Context: an optimization exercise on an open-source flow, tuned for small area and a short achievable clock period. The choices shown serve that exercise and are no tape-out recipe. In this exercise RTL edits were held to simulation tests only and were not proved equivalent to the original. Power and IR drop assume default switching activity.

## flow/design.v (module list and top-level ports; edited modules follow where they fit)
// module apb_regs: 133 lines
// module fir_filter: 1872 lines
// module fa_add: 10 lines
// module ha_add: 9 lines
// module result_fifo: 96 lines
// module apb_acc_top: 77 lines
module apb_acc_top (
  input  wire logic         i_clk,
  input  wire logic         i_reset,
  input  wire logic [11:0]  i_paddr,
  input  wire logic [31:0]  i_pwdata,
  input  wire logic         i_pwrite,
  input  wire logic         i_psel,
  input  wire logic         i_penable,
  output logic      [31:0]  o_prdata,
  output logic              o_pready,
  output logic              o_pslverr
);
  // ...
==> flow/run.sh <==
#!/bin/bash
# synth_recipe.tcl (not shown) runs the flow's synth.tcl, then flattens the netlist and writes it again
# the make line also repeats each setting of config.mk as NAME=value (left out here)
make -C /OpenROAD-flow-scripts/flow DESIGN_CONFIG=/design/flow/config.mk WORK_HOME=/design/flow/orfs CLKGATE_MAP_FILE= SYNTH_SCRIPT=/design/flow/synth_recipe.tcl finish
==> flow/config.mk <==
export PLATFORM = sky130hd
export DESIGN_NAME = apb_acc_top
export DESIGN_NICKNAME = apb_acc_top
export VERILOG_FILES = /design/flow/design.v
export SDC_FILE = /design/flow/constraint.sdc
export NUM_CORES = 4
export LEC_CHECK = 0
export CAP_MARGIN = 20
export CORE_MARGIN = 2
export CORE_UTILIZATION = 40
export CTS_BUF_LIST = sky130_fd_sc_hd__clkbuf_4 sky130_fd_sc_hd__clkbuf_8
export SETUP_SLACK_MARGIN = 4.2
export SLEW_MARGIN = 20
export SYNTH_HIERARCHICAL = 1
export TNS_END_PERCENT = 100
==> flow/constraint.sdc <==
create_clock -name core_clock -period 7.0 [get_ports {i_clk}]
set_input_delay 1.4000 -clock core_clock [delete_from_list [all_inputs] [get_ports {i_clk}]]
set_output_delay 1.4000 -clock core_clock [all_outputs]
set_load 0.01 [all_outputs]
==> run summary, run 1 <==
* Clk tree area frac at 6.11%
* Max incr delay on CP at 0.53 ns
* M1 GR Usage at 35.1%
* Final core utilization at 47.8%
* Internal Power at 9.91 mW
* IO Pins at 83
* Clock Skews at 0.0626 ns
* Clock latency on the worst-skew pair at 0.87 ns
* Combinational Power Share at 15.0%
* Top pwr grp: sequential cells
* WL/cell at 27.6 um
* Post-DRT Antenna Nets at 0
* Sequential cells at 913
* Top Usage Layer GRT: met2
* Status: timing/DRC/antenna clean
* Post-CTS Setup Inserts at 58
* Worst vdd ir at 0.000163 V
* DRC at 0
* CP Buf/Inv Count at 0
* Power density over the cells at 239 nW/um^2
* Worst reg2reg endpoint: u_filter.r2_13_1
* Most frequent CP cell: fa_2
* Most common cell after layout, fill and taps aside: edfxtp_1
* Layout net count at 4289
* Multi-input logic portion of the cell area at 43.3%
* Inserted Clock Buffers at 155
* Die W at 350 um
* Hold Crit Class: reg -> reg
* Rows at 126
* Reg power frac at 45.7%
* Final Critical Period at 3.05 ns
* CTS tree: yes
* Tap Cells at 1600
* Crit path DAT at 3.83 ns
==> run 2, diff against run 1 <==
--- a/flow/design.v
+++ b/flow/design.v
@@ -1416,388 +1416,392 @@
   wire fb_17_0 = fb_en & r2_17_0;
   wire fb_17_1 = fb_en & r2_17_1;
   wire fb_18_0 = fb_en & r2_18_0;
   wire fb_18_1 = fb_en & r2_18_1;
   wire fb_19_0 = fb_en & r2_19_0;
   wire fb_19_1 = fb_en & r2_19_1;
   wire fb_20_0 = fb_en & r2_20_0;
   wire fb_20_1 = fb_en & r2_20_1;
-  wire s601;
-  wire c602;
-  wire s621;
-  wire c622;
-  wire s663;
-  wire c664;
-  wire s683;
-  wire c684;
-  wire s701;
-  wire c702;
+  wire s501;
+  wire c502;
+  wire s507;
+  wire c508;
+  wire s521;
+  wire c522;
+  wire s527;
+  wire c528;
+  wire s531;
+  wire c532;
+  wire s605;
+  wire c606;
+  wire s711;
+  wire c712;
+  wire s713;
+  wire c714;
+  wire s715;
+  wire c716;
   wire s717;
   wire c718;
-  wire s743;
-  wire c744;
-  wire s747;
-  wire c748;
-  wire s751;
-  wire c752;
-  wire s755;
-  wire c756;
-  wire s759;
-  wire c760;
-  wire s763;
-  wire c764;
-  wire s767;
-  wire c768;
+  wire s719;
+  wire c720;
+  wire s721;
+  wire c722;
+  wire s723;
+  wire c724;
   wire s481, c482;
-  fa_add u_s481 (.a(r1_2_0), .b(r1_2_1), .c(r1_2_2), .s(s481), .co(c482));
+  fa_add u_s481 (.a(r1_6_0), .b(r1_6_1), .c(r1_6_2), .s(s481), .co(c482));
   wire s483, c484;
-  ha_add u_s483 (.a(r1_2_3), .b(r1_2_4), .s(s483), .co(c484));
+  ha_add u_s483 (.a(r1_6_3), .b(r1_6_4), .s(s483), .co(c484));
   wire s485, c486;
-  fa_add u_s485 (.a(r1_3_0), .b(r1_3_1), .c(r1_3_2), .s(s485), .co(c486));
+  fa_add u_s485 (.a(r1_7_0), .b(r1_7_1), .c(r1_7_2), .s(s485), .co(c486));
   wire s487, c488;
-  fa_add u_s487 (.a(r1_3_3), .b(r1_3_4), .c(c484), .s(s487), .co(c488));
+  fa_add u_s487 (.a(r1_7_3), .b(r1_7_4), .c(r1_7_5), .s(s487), .co(c488));
   wire s489, c490;
-  ha_add u_s489 (.a(c482), .b(s485), .s(s489), .co(c490));
+  fa_add u_s489 (.a(r1_8_0), .b(r1_8_1), .c(r1_8_2), .s(s489), .co(c490));
   wire s491, c492;
-  fa_add u_s491 (.a(r1_4_0), .b(r1_4_1), .c(r1_4_2), .s(s491), .co(c492));
+  fa_add u_s491 (.a(r1_8_3), .b(r1_8_4), .c(r1_8_5), .s(s491), .co(c492));
   wire s493, c494;
-  fa_add u_s493 (.a(r1_4_3), .b(r1_4_4), .c(r1_4_5), .s(s493), .co(c494));
+  fa_add u_s493 (.a(r1_9_0), .b(r1_9_1), .c(r1_9_2), .s(s493), .co(c494));
   wire s495, c496;
-  fa_add u_s495 (.a(r1_4_6), .b(r1_4_7), .c(c486), .s(s495), .co(c496));
+  fa_add u_s495 (.a(r1_9_3), .b(r1_9_4), .c(r1_9_5), .s(s495), .co(c496));
   wire s497, c498;
-  fa_add u_s497 (.a(s491), .b(s493), .c(c488), .s(s497), .co(c498));
+  fa_add u_s497 (.a(r1_10_0), .b(r1_10_1), .c(r1_10_2), .s(s497), .co(c498));
   wire s499, c500;
-  ha_add u_s499 (.a(c490), .b(s495), .s(s499), .co(c500));
-  wire s501, c502;
-  fa_add u_s501 (.a(r1_5_0), .b(r1_5_1), .c(r1_5_2), .s(s501), .co(c502));
+  fa_add u_s499 (.a(r1_10_3), .b(r1_10_4), .c(r1_10_5), .s(s499), .co(c500));
+  assign s501 = 1'b1 ^ r1_11_0 ^ r1_11_1;
+  assign c502 = (1'b1 & r1_11_0) | (r1_11_1 & (1'b1 ^ r1_11_0));
   wire s503, c504;
-  fa_add u_s503 (.a(r1_5_3), .b(r1_5_4), .c(r1_5_5), .s(s503), .co(c504));
+  fa_add u_s503 (.a(r1_11_2), .b(r1_11_3), .c(r1_11_4), .s(s503), .co(c504));
   wire s505, c506;
-  fa_add u_s505 (.a(r1_5_6), .b(r1_5_7), .c(r1_5_8), .s(s505), .co(c506));
-  wire s507, c508;
-  fa_add u_s507 (.a(c492), .b(c494), .c(s501), .s(s507), .co(c508));
+  ha_add u_s505 (.a(r1_11_5), .b(r1_11_6), .s(s505), .co(c506));
+  assign s507 = 1'b1 ^ r1_12_0 ^ r1_12_1;
+  assign c508 = (1'b1 & r1_12_0) | (r1_12_1 & (1'b1 ^ r1_12_0));
   wire s509, c510;
-  fa_add u_s509 (.a(s503), .b(s505), .c(c496), .s(s509), .co(c510));
+  fa_add u_s509 (.a(r1_12_2), .b(r1_12_3), .c(r1_12_4), .s(s509), .co(c510));
   wire s511, c512;
-  fa_add u_s511 (.a(s507), .b(c498), .c(c500), .s(s511), .co(c512));
+  fa_add u_s511 (.a(r1_12_5), .b(r1_12_6), .c(r1_12_7), .s(s511), .co(c512));
   wire s513, c514;
-  fa_add u_s513 (.a(r1_6_0), .b(r1_6_1), .c(r1_6_2), .s(s513), .co(c514));
+  ha_add u_s513 (.a(r1_12_8), .b(r1_12_9), .s(s513), .co(c514));
   wire s515, c516;
-  fa_add u_s515 (.a(r1_6_3), .b(r1_6_4), .c(r1_6_5), .s(s515), .co(c516));
+  fa_add u_s515 (.a(r1_13_0), .b(r1_13_1), .c(r1_13_2), .s(s515), .co(c516));
   wire s517, c518;
-  fa_add u_s517 (.a(r1_6_6), .b(r1_6_7), .c(r1_6_8), .s(s517), .co(c518));
+  fa_add u_s517 (.a(r1_13_3), .b(r1_13_4), .c(r1_13_5), .s(s517), .co(c518));
   wire s519, c520;
-  fa_add u_s519 (.a(r1_6_9), .b(fb_0_0), .c(fb_0_1), .s(s519), .co(c520));
-  wire s521, c522;
-  fa_add u_s521 (.a(c502), .b(c504), .c(c506), .s(s521), .co(c522));
+  fa_add u_s519 (.a(r1_13_6), .b(r1_13_7), .c(r1_13_8), .s(s519), .co(c520));
+  assign s521 = 1'b1 ^ r1_14_0 ^ r1_14_1;
+  assign c522 = (1'b1 & r1_14_0) | (r1_14_1 & (1'b1 ^ r1_14_0));
   wire s523, c524;
-  fa_add u_s523 (.a(s513), .b(s515), .c(s517), .s(s523), .co(c524));
+  fa_add u_s523 (.a(r1_14_2), .b(r1_14_3), .c(r1_14_4), .s(s523), .co(c524));
   wire s525, c526;
-  fa_add u_s525 (.a(s519), .b(c508), .c(s521), .s(s525), .co(c526));
-  wire s527, c528;
-  fa_add u_s527 (.a(s523), .b(c510), .c(s525), .s(s527), .co(c528));
+  ha_add u_s525 (.a(r1_14_5), .b(r1_14_6), .s(s525), .co(c526));
+  assign s527 = 1'b1 ^ r1_15_0 ^ r1_15_1;
+  assign c528 = (1'b1 & r1_15_0) | (r1_15_1 & (1'b1 ^ r1_15_0));
   wire s529, c530;
-  fa_add u_s529 (.a(r1_7_0), .b(r1_7_1), .c(r1_7_2), .s(s529), .co(c530));
-  wire s531, c532;
-  fa_add u_s531 (.a(r1_7_3), .b(r1_7_4), .c(r1_7_5), .s(s531), .co(c532));
+  ha_add u_s529 (.a(r1_15_2), .b(r1_15_3), .s(s529), .co(c530));
+  assign s531 = 1'b1 ^ r1_16_0;
+  assign c532 = 1'b1 & r1_16_0;
   wire s533, c534;
-  fa_add u_s533 (.a(r1_7_6), .b(r1_7_7), .c(r1_7_8), .s(s533), .co(c534));
+  fa_add u_s533 (.a(r1_4_0), .b(r1_4_1), .c(r1_4_2), .s(s533), .co(c534));
   wire s535, c536;
-  fa_add u_s535 (.a(fb_1_0), .b(fb_1_1), .c(c514), .s(s535), .co(c536));
+  fa_add u_s535 (.a(r1_5_0), .b(r1_5_1), .c(r1_5_2), .s(s535), .co(c536));
   wire s537, c538;
-  fa_add u_s537 (.a(c516), .b(c518), .c(s529), .s(s537), .co(c538));
+  fa_add u_s537 (.a(r1_5_3), .b(r1_5_4), .c(r1_5_5), .s(s537), .co(c538));
   wire s539, c540;
-  fa_add u_s539 (.a(s531), .b(s533), .c(c520), .s(s539), .co(c540));
+  fa_add u_s539 (.a(r1_6_5), .b(r1_6_6), .c(r1_6_7), .s(s539), .co(c540));
   wire s541, c542;
-  fa_add u_s541 (.a(c522), .b(c524), .c(s535), .s(s541), .co(c542));
+  fa_add u_s541 (.a(r1_6_8), .b(r1_6_9), .c(s483), .s(s541), .co(c542));
   wire s543, c544;
-  fa_add u_s543 (.a(s537), .b(s539), .c(c526), .s(s543), .co(c544));
+  ha_add u_s543 (.a(fb_0_0), .b(fb_0_1), .s(s543), .co(c544));
   wire s545, c546;
-  ha_add u_s545 (.a(s541), .b(c528), .s(s545), .co(c546));
+  fa_add u_s545 (.a(r1_7_6), .b(r1_7_7), .c(r1_7_8), .s(s545), .co(c546));
   wire s547, c548;
-  fa_add u_s547 (.a(r1_8_0), .b(r1_8_1), .c(r1_8_2), .s(s547), .co(c548));
+  fa_add u_s547 (.a(c484), .b(fb_1_0), .c(fb_1_1), .s(s547), .co(c548));
   wire s549, c550;
-  fa_add u_s549 (.a(r1_8_3), .b(r1_8_4), .c(r1_8_5), .s(s549), .co(c550));
+  fa_add u_s549 (.a(c482), .b(s485), .c(s487), .s(s549), .co(c550));
   wire s551, c552;
   fa_add u_s551 (.a(r1_8_6), .b(r1_8_7), .c(r1_8_8), .s(s551), .co(c552));
   wire s553, c554;
-  fa_add u_s553 (.a(fb_2_0), .b(fb_2_1), .c(c530), .s(s553), .co(c554));
+  fa_add u_s553 (.a(fb_2_0), .b(fb_2_1), .c(c486), .s(s553), .co(c554));
   wire s555, c556;
-  fa_add u_s555 (.a(c532), .b(c534), .c(s547), .s(s555), .co(c556));
+  fa_add u_s555 (.a(c488), .b(s489), .c(s491), .s(s555), .co(c556));
   wire s557, c558;
-  fa_add u_s557 (.a(s549), .b(s551), .c(c536), .s(s557), .co(c558));
+  fa_add u_s557 (.a(r1_9_6), .b(r1_9_7), .c(r1_9_8), .s(s557), .co(c558));
   wire s559, c560;
-  fa_add u_s559 (.a(c538), .b(s553), .c(s555), .s(s559), .co(c560));
+  fa_add u_s559 (.a(fb_3_0), .b(fb_3_1), .c(c490), .s(s559), .co(c560));
   wire s561, c562;
-  fa_add u_s561 (.a(c540), .b(c542), .c(s557), .s(s561), .co(c562));
+  fa_add u_s561 (.a(c492), .b(s493), .c(s495), .s(s561), .co(c562));
   wire s563, c564;
-  fa_add u_s563 (.a(s559), .b(c544), .c(s561), .s(s563), .co(c564));
+  fa_add u_s563 (.a(r1_10_6), .b(r1_10_7), .c(r1_10_8), .s(s563), .co(c564));
   wire s565, c566;
-  fa_add u_s565 (.a(r1_9_0), .b(r1_9_1), .c(r1_9_2), .s(s565), .co(c566));
+  fa_add u_s565 (.a(fb_4_0), .b(fb_4_1), .c(c494), .s(s565), .co(c566));
   wire s567, c568;
-  fa_add u_s567 (.a(r1_9_3), .b(r1_9_4), .c(r1_9_5), .s(s567), .co(c568));
+  fa_add u_s567 (.a(c496), .b(s497), .c(s499), .s(s567), .co(c568));
   wire s569, c570;
-  fa_add u_s569 (.a(r1_9_6), .b(r1_9_7), .c(r1_9_8), .s(s569), .co(c570));
+  fa_add u_s569 (.a(r1_11_7), .b(r1_11_8), .c(s505), .s(s569), .co(c570));
   wire s571, c572;
-  fa_add u_s571 (.a(fb_3_0), .b(fb_3_1), .c(c548), .s(s571), .co(c572));
+  fa_add u_s571 (.a(fb_5_0), .b(fb_5_1), .c(c498), .s(s571), .co(c572));
   wire s573, c574;
-  fa_add u_s573 (.a(c550), .b(c552), .c(s565), .s(s573), .co(c574));
+  fa_add u_s573 (.a(c500), .b(s501), .c(s503), .s(s573), .co(c574));
   wire s575, c576;
-  fa_add u_s575 (.a(s567), .b(s569), .c(c554), .s(s575), .co(c576));
+  fa_add u_s575 (.a(c506), .b(s513), .c(fb_6_0), .s(s575), .co(c576));
   wire s577, c578;
-  fa_add u_s577 (.a(c556), .b(s571), .c(s573), .s(s577), .co(c578));
+  fa_add u_s577 (.a(fb_6_1), .b(c502), .c(c504), .s(s577), .co(c578));
   wire s579, c580;
-  fa_add u_s579 (.a(c558), .b(s575), .c(c560), .s(s579), .co(c580));
+  fa_add u_s579 (.a(s507), .b(s509), .c(s511), .s(s579), .co(c580));
   wire s581, c582;
-  fa_add u_s581 (.a(s577), .b(c562), .c(s579), .s(s581), .co(c582));
+  fa_add u_s581 (.a(c514), .b(fb_7_0), .c(fb_7_1), .s(s581), .co(c582));
   wire s583, c584;
-  fa_add u_s583 (.a(r1_10_0), .b(r1_10_1), .c(r1_10_2), .s(s583), .co(c584));
+  fa_add u_s583 (.a(c508), .b(c510), .c(c512), .s(s583), .co(c584));
   wire s585, c586;
-  fa_add u_s585 (.a(r1_10_3), .b(r1_10_4), .c(r1_10_5), .s(s585), .co(c586));
+  fa_add u_s585 (.a(s515), .b(s517), .c(s519), .s(s585), .co(c586));
   wire s587, c588;
-  fa_add u_s587 (.a(r1_10_6), .b(r1_10_7), .c(r1_10_8), .s(s587), .co(c588));
+  fa_add u_s587 (.a(r1_14_7), .b(s525), .c(fb_8_0), .s(s587), .co(c588));
   wire s589, c590;
-  fa_add u_s589 (.a(fb_4_0), .b(fb_4_1), .c(c566), .s(s589), .co(c590));
+  fa_add u_s589 (.a(fb_8_1), .b(c516), .c(c518), .s(s589), .co(c590));
   wire s591, c592;
-  fa_add u_s591 (.a(c568), .b(c570), .c(s583), .s(s591), .co(c592));
+  fa_add u_s591 (.a(c520), .b(s521), .c(s523), .s(s591), .co(c592));
   wire s593, c594;
-  fa_add u_s593 (.a(s585), .b(s587), .c(c572), .s(s593), .co(c594));
+  fa_add u_s593 (.a(r1_15_4), .b(r1_15_5), .c(c526), .s(s593), .co(c594));
   wire s595, c596;
-  fa_add u_s595 (.a(c574), .b(s589), .c(s591), .s(s595), .co(c596));
+  fa_add u_s595 (.a(s529), .b(fb_9_0), .c(fb_9_1), .s(s595), .co(c596));
   wire s597, c598;
-  fa_add u_s597 (.a(c576), .b(s593), .c(c578), .s(s597), .co(c598));
+  fa_add u_s597 (.a(c522), .b(c524), .c(s527), .s(s597), .co(c598));
   wire s599, c600;
-  fa_add u_s599 (.a(s595), .b(c580), .c(s597), .s(s599), .co(c600));
-  assign s601 = 1'b1 ^ r1_11_0 ^ r1_11_1;
-  assign c602 = (1'b1 & r1_11_0) | (r1_11_1 & (1'b1 ^ r1_11_0));
+  fa_add u_s599 (.a(r1_16_1), .b(r1_16_2), .c(r1_16_3), .s(s599), .co(c600));
+  wire s601, c602;
+  fa_add u_s601 (.a(r1_16_4), .b(c530), .c(s531), .s(s601), .co(c602));
   wire s603, c604;
-  fa_add u_s603 (.a(r1_11_2), .b(r1_11_3), .c(r1_11_4), .s(s603), .co(c604));
-  wire s605, c606;
-  fa_add u_s605 (.a(r1_11_5), .b(r1_11_6), .c(r1_11_7), .s(s605), .co(c606));
+  fa_add u_s603 (.a(fb_10_0), .b(fb_10_1), .c(c528), .s(s603), .co(c604));
+  assign s605 = 1'b1 ^ r1_17_0 ^ r1_17_1;
+  assign c606 = (1'b1 & r1_17_0) | (r1_17_1 & (1'b1 ^ r1_17_0));
   wire s607, c608;
-  fa_add u_s607 (.a(r1_11_8), .b(fb_5_0), .c(fb_5_1), .s(s607), .co(c608));
+  fa_add u_s607 (.a(r1_17_2), .b(r1_17_3), .c(c532), .s(s607), .co(c608));
   wire s609, c610;
-  fa_add u_s609 (.a(c584), .b(c586), .c(c588), .s(s609), .co(c610));
+  ha_add u_s609 (.a(fb_11_0), .b(fb_11_1), .s(s609), .co(c610));
   wire s611, c612;
-  fa_add u_s611 (.a(s601), .b(s603), .c(s605), .s(s611), .co(c612));
+  ha_add u_s611 (.a(r1_2_0), .b(r1_2_1), .s(s611), .co(c612));
   wire s613, c614;
-  fa_add u_s613 (.a(s607), .b(c590), .c(c592), .s(s613), .co(c614));
+  fa_add u_s613 (.a(r1_3_0), .b(r1_3_1), .c(r1_3_2), .s(s613), .co(c614));
   wire s615, c616;
-  fa_add u_s615 (.a(s609), .b(s611), .c(c594), .s(s615), .co(c616));
+  fa_add u_s615 (.a(r1_4_3), .b(r1_4_4), .c(r1_4_5), .s(s615), .co(c616));
   wire s617, c618;
-  fa_add u_s617 (.a(c596), .b(s613), .c(s615), .s(s617), .co(c618));
+  ha_add u_s617 (.a(r1_4_6), .b(r1_4_7), .s(s617), .co(c618));
   wire s619, c620;
-  ha_add u_s619 (.a(c598), .b(s617), .s(s619), .co(c620));
-  assign s621 = 1'b1 ^ r1_12_0 ^ r1_12_1;
-  assign c622 = (1'b1 & r1_12_0) | (r1_12_1 & (1'b1 ^ r1_12_0));
+  fa_add u_s619 (.a(r1_5_6), .b(r1_5_7), .c(r1_5_8), .s(s619), .co(c620));
+  wire s621, c622;
+  fa_add u_s621 (.a(c534), .b(s535), .c(s537), .s(s621), .co(c622));
   wire s623, c624;
-  fa_add u_s623 (.a(r1_12_2), .b(r1_12_3), .c(r1_12_4), .s(s623), .co(c624));
+  fa_add u_s623 (.a(c536), .b(c538), .c(s539), .s(s623), .co(c624));
   wire s625, c626;
-  fa_add u_s625 (.a(r1_12_5), .b(r1_12_6), .c(r1_12_7), .s(s625), .co(c626));
+  fa_add u_s625 (.a(s481), .b(s543), .c(s541), .s(s625), .co(c626));
   wire s627, c628;
-  fa_add u_s627 (.a(r1_12_8), .b(r1_12_9), .c(fb_6_0), .s(s627), .co(c628));
+  fa_add u_s627 (.a(c540), .b(c544), .c(s545), .s(s627), .co(c628));
   wire s629, c630;
-  fa_add u_s629 (.a(fb_6_1), .b(c602), .c(c604), .s(s629), .co(c630));
+  fa_add u_s629 (.a(c542), .b(s547), .c(s549), .s(s629), .co(c630));
   wire s631, c632;
-  fa_add u_s631 (.a(c606), .b(s621), .c(s623), .s(s631), .co(c632));
+  fa_add u_s631 (.a(c546), .b(s551), .c(c548), .s(s631), .co(c632));
   wire s633, c634;
-  fa_add u_s633 (.a(s625), .b(c608), .c(s627), .s(s633), .co(c634));
+  fa_add u_s633 (.a(c550), .b(s553), .c(s555), .s(s633), .co(c634));
   wire s635, c636;
-  fa_add u_s635 (.a(c610), .b(c612), .c(s629), .s(s635), .co(c636));
+  fa_add u_s635 (.a(c552), .b(s557), .c(c554), .s(s635), .co(c636));
   wire s637, c638;
-  fa_add u_s637 (.a(s631), .b(s633), .c(c614), .s(s637), .co(c638));
+  fa_add u_s637 (.a(c556), .b(s559), .c(s561), .s(s637), .co(c638));
   wire s639, c640;
-  fa_add u_s639 (.a(s635), .b(c616), .c(s637), .s(s639), .co(c640));
+  fa_add u_s639 (.a(c558), .b(s563), .c(c560), .s(s639), .co(c640));
   wire s641, c642;
-  ha_add u_s641 (.a(c618), .b(s639), .s(s641), .co(c642));
+  fa_add u_s641 (.a(c562), .b(s565), .c(s567), .s(s641), .co(c642));
   wire s643, c644;
-  fa_add u_s643 (.a(r1_13_0), .b(r1_13_1), .c(r1_13_2), .s(s643), .co(c644));
+  fa_add u_s643 (.a(c564), .b(s569), .c(c566), .s(s643), .co(c644));
   wire s645, c646;
-  fa_add u_s645 (.a(r1_13_3), .b(r1_13_4), .c(r1_13_5), .s(s645), .co(c646));
+  fa_add u_s645 (.a(c568), .b(s571), .c(s573), .s(s645), .co(c646));
   wire s647, c648;
-  fa_add u_s647 (.a(r1_13_6), .b(r1_13_7), .c(r1_13_8), .s(s647), .co(c648));
+  fa_add u_s647 (.a(c570), .b(s575), .c(c572), .s(s647), .co(c648));
   wire s649, c650;
-  fa_add u_s649 (.a(fb_7_0), .b(fb_7_1), .c(c622), .s(s649), .co(c650));
+  fa_add u_s649 (.a(c574), .b(s577), .c(s579), .s(s649), .co(c650));
   wire s651, c652;
-  fa_add u_s651 (.a(c624), .b(c626), .c(s643), .s(s651), .co(c652));
+  fa_add u_s651 (.a(c576), .b(s581), .c(c578), .s(s651), .co(c652));
   wire s653, c654;
-  fa_add u_s653 (.a(s645), .b(s647), .c(c628), .s(s653), .co(c654));
+  fa_add u_s653 (.a(c580), .b(s583), .c(s585), .s(s653), .co(c654));
   wire s655, c656;
-  fa_add u_s655 (.a(c630), .b(c632), .c(s649), .s(s655), .co(c656));
+  fa_add u_s655 (.a(c582), .b(s587), .c(c584), .s(s655), .co(c656));
   wire s657, c658;
-  fa_add u_s657 (.a(s651), .b(c634), .c(s653), .s(s657), .co(c658));
+  fa_add u_s657 (.a(c586), .b(s589), .c(s591), .s(s657), .co(c658));
   wire s659, c660;
-  fa_add u_s659 (.a(c636), .b(s655), .c(s657), .s(s659), .co(c660));
+  fa_add u_s659 (.a(c588), .b(s593), .c(s595), .s(s659), .co(c660));
   wire s661, c662;
-  fa_add u_s661 (.a(c638), .b(s659), .c(c640), .s(s661), .co(c662));
-  assign s663 = 1'b1 ^ r1_14_0 ^ r1_14_1;
-  assign c664 = (1'b1 & r1_14_0) | (r1_14_1 & (1'b1 ^ r1_14_0));
+  fa_add u_s661 (.a(c590), .b(c592), .c(s597), .s(s661), .co(c662));
+  wire s663, c664;
+  fa_add u_s663 (.a(s599), .b(c594), .c(c596), .s(s663), .co(c664));
   wire s665, c666;
-  fa_add u_s665 (.a(r1_14_2), .b(r1_14_3), .c(r1_14_4), .s(s665), .co(c666));
+  fa_add u_s665 (.a(s601), .b(c598), .c(s603), .s(s665), .co(c666));
   wire s667, c668;
-  fa_add u_s667 (.a(r1_14_5), .b(r1_14_6), .c(r1_14_7), .s(s667), .co(c668));
+  fa_add u_s667 (.a(c600), .b(s605), .c(s609), .s(s667), .co(c668));
   wire s669, c670;
-  fa_add u_s669 (.a(fb_8_0), .b(fb_8_1), .c(c644), .s(s669), .co(c670));
+  fa_add u_s669 (.a(c602), .b(s607), .c(c604), .s(s669), .co(c670));
   wire s671, c672;
-  fa_add u_s671 (.a(c646), .b(c648), .c(s663), .s(s671), .co(c672));
+  fa_add u_s671 (.a(r1_18_0), .b(fb_12_0), .c(fb_12_1), .s(s671), .co(c672));
   wire s673, c674;
-  fa_add u_s673 (.a(s665), .b(s667), .c(c650), .s(s673), .co(c674));
+  fa_add u_s673 (.a(c606), .b(c610), .c(c608), .s(s673), .co(c674));
   wire s675, c676;
-  fa_add u_s675 (.a(c652), .b(s669), .c(s671), .s(s675), .co(c676));
+  ha_add u_s675 (.a(r1_2_2), .b(r1_2_3), .s(s675), .co(c676));
   wire s677, c678;
-  fa_add u_s677 (.a(c654), .b(c656), .c(s673), .s(s677), .co(c678));
+  fa_add u_s677 (.a(r1_3_3), .b(r1_3_4), .c(c612), .s(s677), .co(c678));
   wire s679, c680;
-  fa_add u_s679 (.a(s675), .b(c658), .c(s677), .s(s679), .co(c680));
+  fa_add u_s679 (.a(s617), .b(c614), .c(s615), .s(s679), .co(c680));
   wire s681, c682;
-  ha_add u_s681 (.a(c660), .b(s679), .s(s681), .co(c682));
-  assign s683 = 1'b1 ^ r1_15_0 ^ r1_15_1;
-  assign c684 = (1'b1 & r1_15_0) | (r1_15_1 & (1'b1 ^ r1_15_0));
+  fa_add u_s681 (.a(c618), .b(c616), .c(s619), .s(s681), .co(c682));
+  wire s683, c684;
+  fa_add u_s683 (.a(c620), .b(c622), .c(s623), .s(s683), .co(c684));
   wire s685, c686;
-  fa_add u_s685 (.a(r1_15_2), .b(r1_15_3), .c(r1_15_4), .s(s685), .co(c686));
+  fa_add u_s685 (.a(c624), .b(s627), .c(c626), .s(s685), .co(c686));
   wire s687, c688;
-  fa_add u_s687 (.a(r1_15_5), .b(fb_9_0), .c(fb_9_1), .s(s687), .co(c688));
+  fa_add u_s687 (.a(c628), .b(s631), .c(c630), .s(s687), .co(c688));
   wire s689, c690;
-  fa_add u_s689 (.a(c664), .b(c666), .c(c668), .s(s689), .co(c690));
+  fa_add u_s689 (.a(c632), .b(s635), .c(c634), .s(s689), .co(c690));
   wire s691, c692;
-  fa_add u_s691 (.a(s683), .b(s685), .c(s687), .s(s691), .co(c692));
+  fa_add u_s691 (.a(c636), .b(s639), .c(c638), .s(s691), .co(c692));
   wire s693, c694;
-  fa_add u_s693 (.a(c670), .b(c672), .c(s689), .s(s693), .co(c694));
+  fa_add u_s693 (.a(c640), .b(s643), .c(c642), .s(s693), .co(c694));
   wire s695, c696;
-  fa_add u_s695 (.a(c674), .b(s691), .c(c676), .s(s695), .co(c696));
+  fa_add u_s695 (.a(c644), .b(s647), .c(c646), .s(s695), .co(c696));
   wire s697, c698;
-  fa_add u_s697 (.a(s693), .b(c678), .c(s695), .s(s697), .co(c698));
+  fa_add u_s697 (.a(c648), .b(s651), .c(c650), .s(s697), .co(c698));
   wire s699, c700;
-  ha_add u_s699 (.a(c680), .b(s697), .s(s699), .co(c700));
-  assign s701 = 1'b1 ^ r1_16_0 ^ r1_16_1;
-  assign c702 = (1'b1 & r1_16_0) | (r1_16_1 & (1'b1 ^ r1_16_0));
+  fa_add u_s699 (.a(c652), .b(s655), .c(c654), .s(s699), .co(c700));
+  wire s701, c702;
+  fa_add u_s701 (.a(c656), .b(s659), .c(c658), .s(s701), .co(c702));
   wire s703, c704;
-  fa_add u_s703 (.a(r1_16_2), .b(r1_16_3), .c(r1_16_4), .s(s703), .co(c704));
+  fa_add u_s703 (.a(c660), .b(s663), .c(c662), .s(s703), .co(c704));
   wire s705, c706;
-  fa_add u_s705 (.a(fb_10_0), .b(fb_10_1), .c(c684), .s(s705), .co(c706));
+  fa_add u_s705 (.a(s667), .b(c664), .c(c666), .s(s705), .co(c706));
   wire s707, c708;
-  fa_add u_s707 (.a(c686), .b(s701), .c(s703), .s(s707), .co(c708));
+  fa_add u_s707 (.a(s671), .b(c668), .c(s673), .s(s707), .co(c708));
   wire s709, c710;
-  fa_add u_s709 (.a(c688), .b(c690), .c(s705), .s(s709), .co(c710));
-  wire s711, c712;
-  fa_add u_s711 (.a(s707), .b(c692), .c(c694), .s(s711), .co(c712));
-  wire s713, c714;
-  fa_add u_s713 (.a(s709), .b(c696), .c(s711), .s(s713), .co(c714));
-  wire s715, c716;
-  ha_add u_s715 (.a(s713), .b(c698), .s(s715), .co(c716));
-  assign s717 = 1'b1 ^ r1_17_0 ^ r1_17_1;
-  assign c718 = (1'b1 & r1_17_0) | (r1_17_1 & (1'b1 ^ r1_17_0));
-  wire s719, c720;
-  fa_add u_s719 (.a(r1_17_2), .b(r1_17_3), .c(fb_11_0), .s(s719), .co(c720));
-  wire s721, c722;
-  fa_add u_s721 (.a(fb_11_1), .b(c702), .c(c704), .s(s721), .co(c722));
-  wire s723, c724;
-  fa_add u_s723 (.a(s717), .b(s719), .c(c706), .s(s723), .co(c724));
+  fa_add u_s709 (.a(fb_13_0), .b(fb_13_1), .c(c672), .s(s709), .co(c710));
+  assign s711 = 1'b1 ^ fb_14_0;
+  assign c712 = 1'b1 & fb_14_0;
+  assign s713 = 1'b1 ^ fb_15_0;
+  assign c714 = 1'b1 & fb_15_0;
+  assign s715 = 1'b1 ^ fb_16_0;
+  assign c716 = 1'b1 & fb_16_0;
+  assign s717 = 1'b1 ^ fb_17_0;
+  assign c718 = 1'b1 & fb_17_0;
+  assign s719 = 1'b1 ^ fb_18_0;
+  assign c720 = 1'b1 & fb_18_0;
+  assign s721 = 1'b1 ^ fb_19_0;
+  assign c722 = 1'b1 & fb_19_0;
+  assign s723 = 1'b1 ^ fb_20_0;
+  assign c724 = 1'b1 & fb_20_0;
   wire s725, c726;
-  fa_add u_s725 (.a(c708), .b(s721), .c(c710), .s(s725), .co(c726));
+  ha_add u_s725 (.a(r1_2_4), .b(s675), .s(s725), .co(c726));
   wire s727, c728;
-  fa_add u_s727 (.a(s723), .b(c712), .c(s725), .s(s727), .co(c728));
+  fa_add u_s727 (.a(c676), .b(s613), .c(s677), .s(s727), .co(c728));
   wire s729, c730;
-  ha_add u_s729 (.a(c714), .b(s727), .s(s729), .co(c730));
+  fa_add u_s729 (.a(s533), .b(c678), .c(s679), .s(s729), .co(c730));
   wire s731, c732;
-  fa_add u_s731 (.a(r1_18_0), .b(fb_12_0), .c(fb_12_1), .s(s731), .co(c732));
+  fa_add u_s731 (.a(c680), .b(s681), .c(s621), .s(s731), .co(c732));
   wire s733, c734;
-  fa_add u_s733 (.a(c718), .b(c720), .c(s731), .s(s733), .co(c734));
+  fa_add u_s733 (.a(c682), .b(s625), .c(s683), .s(s733), .co(c734));
   wire s735, c736;
-  fa_add u_s735 (.a(c722), .b(c724), .c(s733), .s(s735), .co(c736));
+  fa_add u_s735 (.a(c684), .b(s629), .c(s685), .s(s735), .co(c736));
   wire s737, c738;
-  fa_add u_s737 (.a(c726), .b(s735), .c(c728), .s(s737), .co(c738));
+  fa_add u_s737 (.a(s633), .b(c686), .c(s687), .s(s737), .co(c738));
   wire s739, c740;
-  fa_add u_s739 (.a(fb_13_0), .b(fb_13_1), .c(c732), .s(s739), .co(c740));
+  fa_add u_s739 (.a(s637), .b(c688), .c(s689), .s(s739), .co(c740));
   wire s741, c742;
-  fa_add u_s741 (.a(c734), .b(s739), .c(c736), .s(s741), .co(c742));
-  assign s743 = 1'b1 ^ fb_14_0 ^ fb_14_1;
-  assign c744 = (1'b1 & fb_14_0) | (fb_14_1 & (1'b1 ^ fb_14_0));
+  fa_add u_s741 (.a(s641), .b(c690), .c(s691), .s(s741), .co(c742));
+  wire s743, c744;
+  fa_add u_s743 (.a(s645), .b(c692), .c(s693), .s(s743), .co(c744));
   wire s745, c746;
-  ha_add u_s745 (.a(s743), .b(c740), .s(s745), .co(c746));
-  assign s747 = 1'b1 ^ fb_15_0 ^ fb_15_1;
-  assign c748 = (1'b1 & fb_15_0) | (fb_15_1 & (1'b1 ^ fb_15_0));
+  fa_add u_s745 (.a(s649), .b(c694), .c(s695), .s(s745), .co(c746));
+  wire s747, c748;
+  fa_add u_s747 (.a(s653), .b(c696), .c(s697), .s(s747), .co(c748));
   wire s749, c750;
-  ha_add u_s749 (.a(c744), .b(s747), .s(s749), .co(c750));
-  assign s751 = 1'b1 ^ fb_16_0 ^ fb_16_1;
-  assign c752 = (1'b1 & fb_16_0) | (fb_16_1 & (1'b1 ^ fb_16_0));
+  fa_add u_s749 (.a(s657), .b(c698), .c(s699), .s(s749), .co(c750));
+  wire s751, c752;
+  fa_add u_s751 (.a(s661), .b(c700), .c(s701), .s(s751), .co(c752));
   wire s753, c754;
-  ha_add u_s753 (.a(c748), .b(s751), .s(s753), .co(c754));
-  assign s755 = 1'b1 ^ fb_17_0 ^ fb_17_1;
-  assign c756 = (1'b1 & fb_17_0) | (fb_17_1 & (1'b1 ^ fb_17_0));
+  fa_add u_s753 (.a(s665), .b(c702), .c(s703), .s(s753), .co(c754));
+  wire s755, c756;
+  fa_add u_s755 (.a(s669), .b(c704), .c(s705), .s(s755), .co(c756));
   wire s757, c758;
-  ha_add u_s757 (.a(c752), .b(s755), .s(s757), .co(c758));
-  assign s759 = 1'b1 ^ fb_18_0 ^ fb_18_1;
-  assign c760 = (1'b1 & fb_18_0) | (fb_18_1 & (1'b1 ^ fb_18_0));
+  fa_add u_s757 (.a(c670), .b(s707), .c(c706), .s(s757), .co(c758));
+  wire s759, c760;
+  fa_add u_s759 (.a(c674), .b(s709), .c(c708), .s(s759), .co(c760));
   wire s761, c762;
-  ha_add u_s761 (.a(c756), .b(s759), .s(s761), .co(c762));
-  assign s763 = 1'b1 ^ fb_19_0 ^ fb_19_1;
-  assign c764 = (1'b1 & fb_19_0) | (fb_19_1 & (1'b1 ^ fb_19_0));
+  fa_add u_s761 (.a(fb_14_1), .b(s711), .c(c710), .s(s761), .co(c762));
+  wire s763, c764;
+  fa_add u_s763 (.a(fb_15_1), .b(c712), .c(s713), .s(s763), .co(c764));
   wire s765, c766;
-  ha_add u_s765 (.a(c760), .b(s763), .s(s765), .co(c766));
-  assign s767 = 1'b1 ^ fb_20_0 ^ fb_20_1;
-  assign c768 = (1'b1 & fb_20_0) | (fb_20_1 & (1'b1 ^ fb_20_0));
+  fa_add u_s765 (.a(fb_16_1), .b(c714), .c(s715), .s(s765), .co(c766));
+  wire s767, c768;
+  fa_add u_s767 (.a(fb_17_1), .b(c716), .c(s717), .s(s767), .co(c768));
   wire s769, c770;
-  ha_add u_s769 (.a(c764), .b(s767), .s(s769), .co(c770));
+  fa_add u_s769 (.a(fb_18_1), .b(c718), .c(s719), .s(s769), .co(c770));
+  wire s771, c772;
+  fa_add u_s771 (.a(fb_19_1), .b(c720), .c(s721), .s(s771), .co(c772));
+  wire s773, c774;
+  fa_add u_s773 (.a(fb_20_1), .b(c722), .c(s723), .s(s773), .co(c774));
   always_ff @(posedge i_clk)
   begin
     r2_0_0 <= r1_0_0;
     r2_0_1 <= r1_0_1;
     r2_1_0 <= r1_1_0;
     r2_1_1 <= r1_1_1;
-    r2_2_0 <= s483;
-    r2_2_1 <= s481;
-    r2_3_0 <= s487;
-    r2_3_1 <= s489;
-    r2_4_0 <= s497;
-    r2_4_1 <= s499;
-    r2_5_0 <= s509;
-    r2_5_1 <= s511;
-    r2_6_0 <= c512;
-    r2_6_1 <= s527;
-    r2_7_0 <= s543;
-    r2_7_1 <= s545;
-    r2_8_0 <= c546;
-    r2_8_1 <= s563;
-    r2_9_0 <= c564;
-    r2_9_1 <= s581;
-    r2_10_0 <= c582;
-    r2_10_1 <= s599;
-    r2_11_0 <= c600;
-    r2_11_1 <= s619;
-    r2_12_0 <= c620;
-    r2_12_1 <= s641;
-    r2_13_0 <= c642;
-    r2_13_1 <= s661;
-    r2_14_0 <= s681;
-    r2_14_1 <= c662;
-    r2_15_0 <= c682;
-    r2_15_1 <= s699;
-    r2_16_0 <= s715;
-    r2_16_1 <= c700;
-    r2_17_0 <= c716;
-    r2_17_1 <= s729;
-    r2_18_0 <= c730;
-    r2_18_1 <= s737;
-    r2_19_0 <= s741;
-    r2_19_1 <= c738;
-    r2_20_0 <= s745;
-    r2_20_1 <= c742;
-    r2_21_0 <= s749;
-    r2_21_1 <= c746;
-    r2_22_0 <= c750;
-    r2_22_1 <= s753;
-    r2_23_0 <= c754;
-    r2_23_1 <= s757;
-    r2_24_0 <= c758;
-    r2_24_1 <= s761;
-    r2_25_0 <= c762;
-    r2_25_1 <= s765;
-    r2_26_0 <= c766;
-    r2_26_1 <= s769;
+    r2_2_0 <= s725;
+    r2_2_1 <= s611;
+    r2_3_0 <= c726;
+    r2_3_1 <= s727;
+    r2_4_0 <= c728;
+    r2_4_1 <= s729;
+    r2_5_0 <= c730;
+    r2_5_1 <= s731;
+    r2_6_0 <= c732;
+    r2_6_1 <= s733;
+    r2_7_0 <= c734;
+    r2_7_1 <= s735;
+    r2_8_0 <= c736;
+    r2_8_1 <= s737;
+    r2_9_0 <= c738;
+    r2_9_1 <= s739;
+    r2_10_0 <= c740;
+    r2_10_1 <= s741;
+    r2_11_0 <= c742;
+    r2_11_1 <= s743;
+    r2_12_0 <= c744;
+    r2_12_1 <= s745;
+    r2_13_0 <= c746;
+    r2_13_1 <= s747;
+    r2_14_0 <= c748;
+    r2_14_1 <= s749;
+    r2_15_0 <= c750;
+    r2_15_1 <= s751;
+    r2_16_0 <= c752;
+    r2_16_1 <= s753;
+    r2_17_0 <= c754;
+    r2_17_1 <= s755;
+    r2_18_0 <= c756;
+    r2_18_1 <= s757;
+    r2_19_0 <= c758;
+    r2_19_1 <= s759;
+    r2_20_0 <= c760;
+    r2_20_1 <= s761;
+    r2_21_0 <= c762;
+    r2_21_1 <= s763;
+    r2_22_0 <= c764;
+    r2_22_1 <= s765;
+    r2_23_0 <= c766;
+    r2_23_1 <= s767;
+    r2_24_0 <= c768;
+    r2_24_1 <= s769;
+    r2_25_0 <= c770;
+    r2_25_1 <= s771;
+    r2_26_0 <= c772;
+    r2_26_1 <= s773;
   end
   wire [26:0] sa = { r2_26_0 , r2_25_0 , r2_24_0 , r2_23_0 , r2_22_0 , r2_21_0 , r2_20_0 , r2_19_0 , r2_18_0 , r2_17_0 , r2_16_0 , r2_15_0 , r2_14_0 , r2_13_0 , r2_12_0 , r2_11_0 , r2_10_0 , r2_9_0 , r2_8_0 , r2_7_0 , r2_6_0 , r2_5_0 , r2_4_0 , r2_3_0 , r2_2_0 , r2_1_0 , r2_0_0 };
   wire [26:0] sb = { r2_26_1 , r2_25_1 , r2_24_1 , r2_23_1 , r2_22_1 , r2_21_1 , r2_20_1 , r2_19_1 , r2_18_1 , r2_17_1 , r2_16_1 , r2_15_1 , r2_14_1 , r2_13_1 , r2_12_1 , r2_11_1 , r2_10_1 , r2_9_1 , r2_8_1 , r2_7_1 , r2_6_1 , r2_5_1 , r2_4_1 , r2_3_1 , r2_2_1 , r2_1_1 , r2_0_1 };
   wire [26:0] pg_g0 = sa & sb;
   wire [26:0] pg_p0 = sa ^ sb;
   wire pf_g1_1 = pg_g0[1] | (pg_p0[1] & pg_g0[0]);
   wire pf_p1_1 = pg_p0[1] & pg_p0[0];
   wire pf_g1_2 = pg_g0[2] | (pg_p0[2] & pg_g0[1]);
--- a/flow/config.mk
+++ b/flow/config.mk
@@ -7,9 +7,9 @@
 export LEC_CHECK = 0
 export CAP_MARGIN = 20
 export CORE_MARGIN = 2
 export CORE_UTILIZATION = 40
 export CTS_BUF_LIST = sky130_fd_sc_hd__clkbuf_4 sky130_fd_sc_hd__clkbuf_8
 export SETUP_SLACK_MARGIN = 4.2
 export SLEW_MARGIN = 20
 export SYNTH_HIERARCHICAL = 1
-export TNS_END_PERCENT = 100
+export TNS_END_PERCENT = 20
==> run 2 against run 1 <==
Net effect: design area down 2.2%; still clean on timing, DRC and antenna; global-route usage down 1.3 points; register-to-register slack better by 0.24 ns; via count down 2.3%; largest power group unchanged; die area down 0.17%; sequential cell count unchanged; wire length down 5.1%; setup slack better by 0.17 ns; final cell count down 2.6%; sequential share of layout area up 0.86 points; largest cell class unchanged; area after synthesis down 0.18%; utilization down 1.0 points.
==> run summary, run 2 <==
* Max incr delay on CP at 0.37 ns (was 0.53 ns)
* First-pass GRT wire length at 210000 um (was 220000 um)
* DR iter-0 viols at 3450 (was 3660)
* Overall global routing resource usage at 23.5% (was 24.9%)
* Max FFs per register at 416 (unchanged)
* Post-CTS Hold Fix Bufs at 0 (unchanged)
* Largest net degree at the start of global routing at 117 (was 104)
* # clock sinks at 913 (unchanged)
* Clock share of power at 38.5% (was 39.3%)
* DPL Wire Length at 98800 um (was 105000 um)
* Share of cells above drive strength 1 at 24.3% (was 28.4%)
* Number of global-route vias before repair at 31697 (was 31348)
* CP Capture Type: output pin (was register)
* Lkg Pwr at 21.3 nW (was 21.7 nW)
* Required time worst endpoint at 5.60 ns (was 7.78 ns)
* Die Y at 349 um (was 350 um)
* WL/cell at 26.9 um (was 27.6 um)
* Power density over the cells at 242 nW/um^2 (was 239 nW/um^2)
* Total die area at 122000 um^2 (about the same)
* Max Slew Vio Count at 0 (unchanged)
* Synth Instances at 3574 (was 3614)
* CTS tree: yes (unchanged)
* Hold Crit Class: reg -> reg (unchanged)
* Starting Density at 40.4% (about the same)
* Total power at 13.4 mW (was 13.5 mW)
* Maxcap violations at 0 (unchanged)
* Post-Syn Area at 47700 um^2 (was 47800 um^2)
* Syn Nets at 4034 (was 4079)
* Worst setup SP type: register (unchanged)
* Die W at 349 um (was 350 um)
* Final core utilization at 46.8% (was 47.8%)
* Clock Skews at 0.0446 ns (was 0.0626 ns)
* Rows at 126 (unchanged)
* Top Usage Layer GRT: met2 (unchanged)
* RSZ-0062 raised after global routing: true (unchanged)
* Measured slew at the worst slew-check pin at 0.962 ns (was 0.965 ns)
* M1 GR Usage at 31.4% (was 35.1%)
* Commonest cells after routing, fill and taps aside: edfxtp_1, fa_1, dfxtp_1, xnor2_1, a22oi_1 (was edfxtp_1, xnor2_1, fa_1, dfxtp_1, a22oi_1)
* Clk buf depth at 3 (unchanged)
* CTS Root Cell: clkbuf_8 (unchanged)
* Met3 usage at 5.71% (was 5.54%)
* Pre-CTS WS at 2.43 ns (was 2.75 ns)
* Reg power frac at 46.3% (was 45.7%)
* DR vias at 31025 (was 31759)
* Post-DRT Antenna Nets at 0 (unchanged)
* # setup viols final at 0 (unchanged)
* Clock latency on the worst-skew pair at 0.85 ns (was 0.87 ns)
* Sw Share at 27.0% (was 26.9%)
* Biggest regs: u_fifo.mem x416, u_regs.tap_q x96, u_filter.dly x84 (unchanged)
* Inserted Clock Buffers at 151 (was 155)
* Status: timing/DRC/antenna clean (unchanged)
* Fill count at 10557 (was 10447)
* Clock Pin Slew Worst Setup and Hold Paths at 0.06 ns (about the same)
* DRC at 0 (unchanged)
* Setup TNS at 0 ns (unchanged)
* Largest register by flop count: u_fifo.mem (unchanged)
* Gpl congestion at 0.996 (was 0.984)
* Setup ws final at 4.11 ns (was 3.95 ns)
* Crit Path Category: reg -> out (was reg -> reg)
* Warnings, synthesis at 26 (unchanged)
* Synth-to-layout area growth at 16.0% (was 18.5%)
* Total grt overflow at 0 (unchanged)
* Final Critical Period at 2.89 ns (was 3.05 ns)
* Number of H-tree levels at 4 (unchanged)
* Crit path DAT at 1.49 ns (was 3.83 ns)
* Drt first pass iters at 6 (was 7)
* IO Pins at 83 (unchanged)
* Peak Freq at 346 MHz (was 327 MHz)
* Post-DP Area at 50100 um^2 (was 50500 um^2)
* Final hold vios at 0 (unchanged)
* Period utilisation layout at 41.2% (was 43.6%)
* Crit path max-delay cell type: dfxtp_2 (was fa_2)
* Most common cell after layout, fill and taps aside: edfxtp_1 (unchanged)
* P_sw at 3.62 mW (was 3.64 mW)
* Layout net count at 4212 (was 4289)
* Initial antenna violation count at 6 (was 11)
* Worst vdd ir at 0.000186 V (was 0.000163 V)
* Top delay family on crit path: flip-flops (was adder cells)
* Core box area at 118000 um^2 (about the same)
* Internal Power at 9.79 mW (was 9.91 mW)
* CP Buf/Inv Count at 1 (was 0)
* CP Max Fanout at 1 (unchanged)
* Worst-path cell chain: dlygate4sd2_1 (was fa_1 > fa_2 > fa_2 > fa_1 > fa_2 > fa_2)
* M2 GR Usage at 37.8% (was 38.1%)
* Synthesized area per cell at 13.4 um^2 (was 13.2 um^2)
* Fin area at 55400 um^2 (was 56600 um^2)
* IO Port Bufs at 78 (unchanged)
* Final WL at 145000 um (was 153000 um)
* Combinational Power Share at 15.2% (was 15.0%)
* Via density at 5.73 (was 5.72)
* Worst slew margin at 35.6% (was 35.2%)
-- run 2: final cells by class --
cell class | count | area (um^2) | share of cell area (%)
multi-input cells | 2346 | 24000 | 43.2
flip-flops and latches | 913 | 23300 | 42.1
clock buffers | 230 | 2810 | 5.07
repair buffers | 243 | 2480 | 4.47
well taps | 1536 | 1920 | 3.47
clock inverters | 45 | 518 | 0.935
inverters | 97 | 383 | 0.691
diodes | 2 | 5.00 | 0.00904
-- run 2: worst register-to-register path, stage by stage (launching register included) --
cell,delay [ns]
dfxtp_1,0.32
ha_1,0.36
a21oi_1,0.35
and3b_1,0.28
a211oi_4,0.09
or3_4,0.42
a31oi_4,0.21
xnor2_2,0.10
buf_4,0.16
buf_2,0.15
buf_4,0.14
-- run 2: power by group through the flow --
stage,combinational [mW],clock [mW],sequential (mW)
floorplan,0.855,0,6.31
global placement,1.52,0,6.33
detailed placement,1.56,0,6.34
CTS,1.80,5.25,6.21
global route,2.18,5.49,6.21
finish,2.03,5.17,6.21
-- run 2: metrics by stage --
stage | hold WS [ns] | cells
floorplan | 0.310 | 3574
global placement | 0.314 | 5040
detailed placement | 0.312 | 5040
CTS | 0.331 | 5357
global route | 0.330 | 5412
finish | 0.327 | 5412
-- run 2: path summary, 6_finish.rpt --
check	from	end	slack [ns]	cells past startpoint
max	u_regs.rd_q[4]	o_prdata[4]	4.11	1
min	u_filter.r1_0_1	u_filter.r2_0_1	0.33	0
max reg2reg	u_filter.r2_5_0	u_fifo.mem[7][18]	4.19	10
min reg2reg	u_filter.r1_0_1	u_filter.r2_0_1	0.33	0
max in group asynchronous	i_reset	u_regs.tap_q[1][7]	5.23	3
min in group asynchronous	i_reset	u_filter.live[6]	0.95	2
-- run 2: repair_timing --
| item | CTS | global route |
|---|---|---|
| setup endpoints to repair | 367 | 361 |
| gates cloned | 8 | 6 |
| gates resized for setup | 174 | 219 |
| setup buffers | 34 | 47 |
| pin swaps | 15 | 23 |
-- run 2: layer usage --
metal | part of all wire [%] | routed length, um
met1 | 41 | 59300
met2 | 47 | 67900
met3 | 9.3 | 13500
met4 | 3.2 | 4660
met5 | 0.035 | 51
==> run 3, diff against run 2 <==
--- a/flow/config.mk
+++ b/flow/config.mk
@@ -10,5 +10,5 @@
 export CORE_UTILIZATION = 40
 export CTS_BUF_LIST = sky130_fd_sc_hd__clkbuf_4 sky130_fd_sc_hd__clkbuf_8
-export SETUP_SLACK_MARGIN = 4.2
+export SETUP_SLACK_MARGIN = 4.1
 export SLEW_MARGIN = 20
 export SYNTH_HIERARCHICAL = 1
==> run 3 against run 2 <==
Net effect: sequential share of layout area up 0.12 points; worst hold slack hardly changed; non-clock buffer count shrank 27; first-iteration DRC count fell by 7.9%; still clean on timing, DRC and antenna; sequential cell count unchanged.
==> run summary, run 3 <==
* Status: timing/DRC/antenna clean (unchanged)
* Clock Pin Slew Worst Setup and Hold Paths at 0.06 ns (about the same)
* Pre-CTS WS at 2.35 ns (was 2.43 ns)
* CTS tree: yes (unchanged)
* RSZ-0062 raised after global routing: true (unchanged)
* IO Port Bufs at 78 (unchanged)
* Syn Nets at 4034 (unchanged)
* DR vias at 30872 (was 31025)
* Drt first pass iters at 6 (unchanged)
* Rows at 126 (unchanged)
* DPL Wire Length at 102000 um (was 98800 um)
* Clk buf depth at 3 (unchanged)
* Hold Crit Class: reg -> reg (unchanged)
* Measured slew at the worst slew-check pin at 0.879 ns (was 0.962 ns)
* Crit path DAT at 3.71 ns (was 1.49 ns)
* Internal reg-to-reg setup slack at 3.97 ns (was 4.19 ns)
* Final WL at 147000 um (was 145000 um)
* Core box area at 118000 um^2 (unchanged)
* Total die area at 122000 um^2 (unchanged)
* Max FFs per register at 416 (unchanged)
* Clock latency on the worst-skew pair at 0.86 ns (was 0.85 ns)
* Required time worst endpoint at 7.67 ns (was 5.60 ns)
* Reg power frac at 47.4% (was 46.3%)
* Clock Skews at 0.0508 ns (was 0.0446 ns)
* Largest net degree at the start of global routing at 79 (was 117)
* Crit Path Category: in -> reg (was reg -> out)
* Layout net count at 4189 (was 4212)
* IO Pins at 83 (unchanged)
* Setup ws final at 3.96 ns (was 4.11 ns)
* Internal Power at 9.56 mW (was 9.79 mW)
* Number of H-tree levels at 4 (unchanged)
* Die W at 349 um (unchanged)
* WL/cell at 27.4 um (was 26.9 um)
* Final Critical Period at 3.04 ns (was 2.89 ns)
* CP Capture Type: register (was output pin)
* Worst vdd ir at 0.000214 V (was 0.000186 V)
* Gpl congestion at 0.989 (was 0.996)
* Peak Freq at 329 MHz (was 346 MHz)
* Number of global-route vias before repair at 31462 (was 31697)
* Largest register by flop count: u_fifo.mem (unchanged)
* Clock share of power at 39.4% (was 38.5%)
* Commonest cells after routing, fill and taps aside: edfxtp_1, fa_1, dfxtp_1, xnor2_1, a22oi_1 (unchanged)
* Warnings, synthesis at 26 (unchanged)
* Post-DRT Antenna Nets at 0 (unchanged)
* Combinational Power Share at 13.2% (was 15.2%)
* Sw Share at 27.2% (was 27.0%)
* Total grt overflow at 0 (unchanged)
* Post-Syn Area at 47700 um^2 (unchanged)
* Initial antenna violation count at 11 (was 6)
* Die Y at 349 um (unchanged)
* Worst setup SP type: input pin (was register)
* Synthesized area per cell at 13.4 um^2 (unchanged)
* First-pass GRT wire length at 214000 um (was 210000 um)
* Starting Density at 40.4% (unchanged)
* # setup viols final at 0 (unchanged)
* Final core utilization at 46.5% (was 46.8%)
* DR iter-0 viols at 3178 (was 3450)
* Inserted Clock Buffers at 152 (was 151)
* Power density over the cells at 238 nW/um^2 (was 242 nW/um^2)
* Setup TNS at 0 ns (unchanged)
* Overall global routing resource usage at 24.0% (was 23.5%)
* Biggest regs: u_fifo.mem x416, u_regs.tap_q x96, u_filter.dly x84 (unchanged)
* P_sw at 3.56 mW (was 3.62 mW)
* Synth Instances at 3574 (unchanged)
* CTS Root Cell: clkbuf_8 (unchanged)
* Final hold vios at 0 (unchanged)
* Max Slew Vio Count at 0 (unchanged)
* DRC at 0 (unchanged)
* Worst slew margin at 41.0% (was 35.6%)
* Via density at 5.73 (about the same)
* # clock sinks at 913 (unchanged)
* Share of cells above drive strength 1 at 22.2% (was 24.3%)
* Lkg Pwr at 21.2 nW (was 21.3 nW)
* CP Max Fanout at 17 (was 1)
* Period utilisation layout at 43.5% (was 41.2%)
* Synth-to-layout area growth at 15.3% (was 16.0%)
* Post-CTS Hold Fix Bufs at 0 (unchanged)
* Maxcap violations at 0 (unchanged)
* Most common cell after layout, fill and taps aside: edfxtp_1 (unchanged)
## run 3: worst paths after layout
check                                    start                  to  cells after the start
max in group asynchronous              i_reset  u_regs.tap_q[2][7]                      3
max                                 i_paddr[2]      u_regs.rd_q[1]                      7
max reg2reg                u_filter.tw_q[6][2]     u_filter.r1_7_8                      5
min                            u_filter.r1_0_1     u_filter.r2_0_1                      0
min in group asynchronous              i_reset     u_filter.vld[0]                      2
min reg2reg                    u_filter.r1_0_1     u_filter.r2_0_1                      0
## run 3: routing by layer
metal	share of wire (%)	track usage (%)	up-vias	routed length (um)
met5	0.023	0	-	34
met4	2.9	7.48	6	4320
met3	9.0	6.04	287	13200
met2	46	38.4	1445	68300
met1	42	32.2	15918	61500
li1	-	-	13216	-
## run 3: final cells by class
class | instances | area [um^2]
Antenna cell | 4 | 10.0
Clock buffer | 224 | 2810
Clock inverter | 45 | 537
Fill cell | 10586 | 63200
Inverter | 97 | 373
Multi-Input combinational cell | 2349 | 23900
Sequential cell | 913 | 23200
Tap cell | 1536 | 1920
Timing Repair Buffer | 216 | 2270
## run 3: critical path, stage by stage
cell             delay [ns]
clkdlybuf4s15_2        0.51
buf_4                  0.31
nor2_1                 0.13
nand2_1                0.29
o21ai_0                0.14
nor3_1                 0.72
o211ai_1               0.19
## run 3: through the flow
stage | total power [mW] | hold slack [ns] | instances | cell area [um^2]
2_1_floorplan | 7.17 | 0.310 | 3574 | 47700
3_3_place_gp | 7.88 | 0.314 | 5044 | 50100
3_5_place_dp | 7.92 | 0.312 | 5044 | 50100
4_1_cts | 13.1 | 0.332 | 5345 | 54400
5_1_grt | 13.6 | 0.333 | 5381 | 55000
6_report | 13.1 | 0.327 | 5384 | 55000
## run 3: power by group through the flow
stage	Clock, mW	Sequential, mW	Combinational (mW)
floorplan	0	6.31	0.855
global placement	0	6.33	1.55
detailed placement	0	6.33	1.58
CTS	5.25	6.22	1.67
global route	5.50	6.22	1.88
finish	5.17	6.22	1.73
## run 3: repair_timing
item | in CTS | in global routing
gates resized for setup | 167 | 94
endpoints found under the setup margin | 297 | 181
pin swaps | 16 | 17
gates cloned | 9 | 3
buffers inserted | 23 | 31
==> run 4, diff against run 3 <==
==> flow/flow/run.sh (new file) <==
#!/bin/bash
set -e
set -o pipefail
echo 'export BUFFER_PORTS_ARGS = -buffer_cell sky130_fd_sc_hd__buf_4' >> config.mk
bash standard.sh > standard.log 2>&1
==> flow/standard.sh (new file) <==
#!/bin/bash
# synth_recipe.tcl (not shown) runs the flow's synth.tcl, then flattens the netlist and writes it again
# the make line also repeats each setting of config.mk as NAME=value (left out here)
make -C /OpenROAD-flow-scripts/flow DESIGN_CONFIG=/design/flow/config.mk WORK_HOME=/design/flow/orfs CLKGATE_MAP_FILE= SYNTH_SCRIPT=/design/flow/synth_recipe.tcl "${@:-finish}"
--- a/flow/config.mk
+++ b/flow/config.mk
@@ -10,6 +10,7 @@
 export CORE_UTILIZATION = 40
 export CTS_BUF_LIST = sky130_fd_sc_hd__clkbuf_4 sky130_fd_sc_hd__clkbuf_8
-export SETUP_SLACK_MARGIN = 4.1
+export SETUP_SLACK_MARGIN = 4.2
 export SLEW_MARGIN = 20
 export SYNTH_HIERARCHICAL = 1
 export TNS_END_PERCENT = 20
+export BUFFER_PORTS_ARGS = -buffer_cell sky130_fd_sc_hd__buf_4
removed: flow/run.sh
==> run 4 against run 3 <==
Net effect: largest cell class unchanged; worst hold slack worse by 0.0010 ns; clock power is 2% lower; critical endpoint unchanged; total power is 0.12% higher; non-clock buffer count is 32 lower; die area stayed put.
==> run summary, run 4 <==
* Final hold vios at 0 (unchanged)
* Worst setup SP type: register (was input pin)
* DRC at 0 (unchanged)
* Gpl congestion at 0.954 (was 0.989)
* Total power at 13.1 mW (about the same)
* Number of H-tree levels at 4 (unchanged)
* Power density over the cells at 240 nW/um^2 (was 238 nW/um^2)
* Largest register by flop count: u_fifo.mem (unchanged)
* Max FFs per register at 416 (unchanged)
* Total die area at 122000 um^2 (unchanged)
* Min-Delay Startpoint: u_filter.r1_0_0 (was u_filter.r1_0_1)
* Setup TNS at 0 ns (unchanged)
* Number of global-route vias before repair at 31576 (was 31462)
* CTS tree: yes (unchanged)
* Commonest cells after routing, fill and taps aside: edfxtp_1, fa_1, dfxtp_1, xnor2_1, a22oi_1 (unchanged)
* Initial antenna violation count at 4 (was 11)
* IO Pins at 83 (unchanged)
* Period utilisation layout at 42.9% (was 43.5%)
* Worst reg2reg endpoint: u_regs.rd_q[1] (was u_filter.r1_7_8)
* CTS Root Cell: clkbuf_8 (unchanged)
* Die W at 349 um (unchanged)
* Synth Instances at 3574 (unchanged)
* Final WL at 144000 um (was 147000 um)
* Share of cells above drive strength 1 at 24.2% (was 22.2%)
* Layout net count at 4152 (was 4189)
* Post-DRT Antenna Nets at 0 (unchanged)
* Rows at 126 (unchanged)
* Worst R2R Path Depth at 10 (was 5)
* Internal reg-to-reg setup slack at 4.00 ns (was 3.97 ns)
* Lkg Pwr at 21.0 nW (was 21.2 nW)
* # setup viols final at 0 (unchanged)
* Reg2Reg Launch Point: u_fifo.wr_ptr[1] (was u_filter.tw_q[6][2])
* Crit path DAT at 3.63 ns (was 3.71 ns)
* Hold Crit Class: reg -> reg (unchanged)
* Final Critical Period at 3.00 ns (was 3.04 ns)
* DR vias at 30590 (was 30872)
* IO Port Bufs at 78 (unchanged)
* Post-Syn Area at 47700 um^2 (unchanged)
* Biggest regs: u_fifo.mem x416, u_regs.tap_q x96, u_filter.dly x84 (unchanged)
* Overall global routing resource usage at 23.6% (was 24.0%)
* Worst slew margin at 37.1% (was 41.0%)
* # clock sinks at 913 (unchanged)
* Hold path depth at 0 (unchanged)
* DR iter-0 viols at 3375 (was 3178)
* Crit Path Category: reg -> reg (was in -> reg)
* Placed cell count at 5029 (was 5044)
* Drt first pass iters at 7 (was 6)
* WL/cell at 26.9 um (was 27.4 um)
* Worst vdd ir at 0.000175 V (was 0.000214 V)
* Synth-to-layout area growth at 14.4% (was 15.3%)
* CP Max Fanout at 6 (was 17)
* CP Capture Type: register (unchanged)
* First-pass GRT wire length at 210000 um (was 214000 um)
* Largest net degree at the start of global routing at 73 (was 79)
* Clock Pin Slew Worst Setup and Hold Paths at 0.07 ns (was 0.06 ns)
* Inserted Clock Buffers at 149 (was 152)
* Status: timing/DRC/antenna clean (unchanged)
* Measured slew at the worst slew-check pin at 0.942 ns (was 0.879 ns)
* Core box area at 118000 um^2 (unchanged)
* Hold endpoint: u_filter.r2_0_0 (was u_filter.r2_0_1)
* Die Y at 349 um (unchanged)
* Most common cell after layout, fill and taps aside: edfxtp_1 (unchanged)
* Clock latency on the worst-skew pair at 0.84 ns (was 0.86 ns)
* Clk buf depth at 3 (unchanged)
* Post-CTS Hold Fix Bufs at 0 (unchanged)
* Starting Density at 40.4% (unchanged)
* Max Slew Vio Count at 0 (unchanged)
* Total grt overflow at 0 (unchanged)
* RSZ-0062 raised after global routing: true (unchanged)
* Warnings, synthesis at 26 (unchanged)
* Maxcap violations at 0 (unchanged)
* Fin cells at 5359 (was 5384)
* Via density at 5.71 (was 5.73)
* Syn Nets at 4034 (unchanged)
* Required time worst endpoint at 7.63 ns (was 7.67 ns)
* Synthesized area per cell at 13.4 um^2 (unchanged)
* Peak Freq at 333 MHz (was 329 MHz)
* Clock Skews at 0.0535 ns (was 0.0508 ns)
* DPL Wire Length at 100000 um (was 102000 um)
[run 4: changes by cell type in the layout (fill, tap and decap cells not counted), sizes merged]
cell           before  now
buf               138  182
clkbuf            227  221
clkdlybuf4s15       3    0
clkdlybuf4s50      42    0
clkinv             29   43
dlygate4sd2        11    0
dlymetal6s2s       19    0
mux2i              96   95
or2                 3    2
[run 4: per-layer routing]
layer	vias to the layer above	routed length (um)	GRT usage, %
met5	-	0	0
met4	0	4740	7.83
met3	309	13100	6.19
met2	1432	66600	37.7
met1	15714	60000	31.3
li1	13135	-	-
[run 4: worst max-delay path, cell delays in order (launching register included)]
cell and delay (ns):
dfrtp_1 0.46, inv_1 0.10, ha_1 0.31, xor2_1 0.16
nor3_1 0.07, a31oi_1 0.20, nor3_1 0.14, mux2i_1 0.38
o22ai_1 0.17, nor3_2 0.48, o211ai_1 0.32
[run 4: report_power, final]
part           leakage, nW  internal, mW  switching (mW)
registers             8.57          6.16          0.0533
logic                 10.7         0.626            1.20
clock network         1.76          2.80            2.30
total                 21.0          9.58            3.55
[run 4: worst max-delay path by stage]
stage,slack [ns],endpoint,from,cells after the start
4_1_cts,4.14,u_filter.r1_11_6,u_filter.on_q[7][0],5
6_report,4.00,u_regs.rd_q[1],u_fifo.wr_ptr[1],10
5_1_grt,3.96,u_regs.rd_q[1],u_fifo.wr_ptr[1],10
2_1_floorplan,3.67,u_fifo.mem[3][0],u_fifo.full_q,4
3_5_place_dp,2.77,u_regs.rd_q[7],i_paddr[7],6
3_3_place_gp,2.84,u_regs.rd_q[7],i_paddr[7],6
[run 4: metrics by stage]
stage	hold WS [ns]	instance area [um^2]	setup slack, ns	utilization (%)
3_3_place_gp	0.316	49800	2.84	42.1
2_1_floorplan	0.310	47700	3.67	-
3_5_place_dp	0.316	49800	2.77	42.1
6_report	0.326	54600	4.00	46.2
4_1_cts	0.329	54100	4.14	45.8
5_1_grt	0.329	54600	3.96	46.2
[run 4: area by class of cell]
class	count	area (um^2)
antenna	4	10.0
tap	1536	1920
fill	10566	63600
clock inverter	59	567
multi-input combinational	2347	24000
timing repair buffer	184	1740
inverter	97	375
sequential	913	23300
clock buffer	219	2750
[run 4: what timing repair did]
item,4_1_cts,5_1_grt
gates resized for setup,176,71
gates cloned,6,2
endpoints found under the setup margin,303,183
pin swaps,22,17
setup buffers,21,19

-- afterwards: timing with drivers on the ports --
The results above use ideal ports. As a check the final layouts listed here were re-extracted and re-timed, cells and wires unchanged. Step 1, drivers: a clkbuf_16 drives i_clk and a buf_2 each remaining input, both assumed. Step 2, shift: input delay + t, output delay - t, t = (earliest + latest rising clock arrival at the registers) / 2. This alone moves slack from input paths to output paths. Three values: ideal, step 1, step 2; two values: the first two.
| run | t (ns) | slack for setup (ns) | cell pins on the clock port's net |
|---|---|---|---|
| run 1 | 0.910 | 3.946 / 3.946 / 3.291 | 1 |
| run 2 | 0.907 | 4.113 / 4.039 / 3.273 | 1 |
| run 3 | 0.905 | 3.956 / 3.968 / 3.106 | 1 |
| run 4 | 0.885 | 3.997 / 3.997 / 3.305 | 1 |
After both steps every run listed still meets setup and hold. For run 3, which loses most, drivers alone change the setup slack by +0.012 ns; drivers and shift together by -0.850 ns.
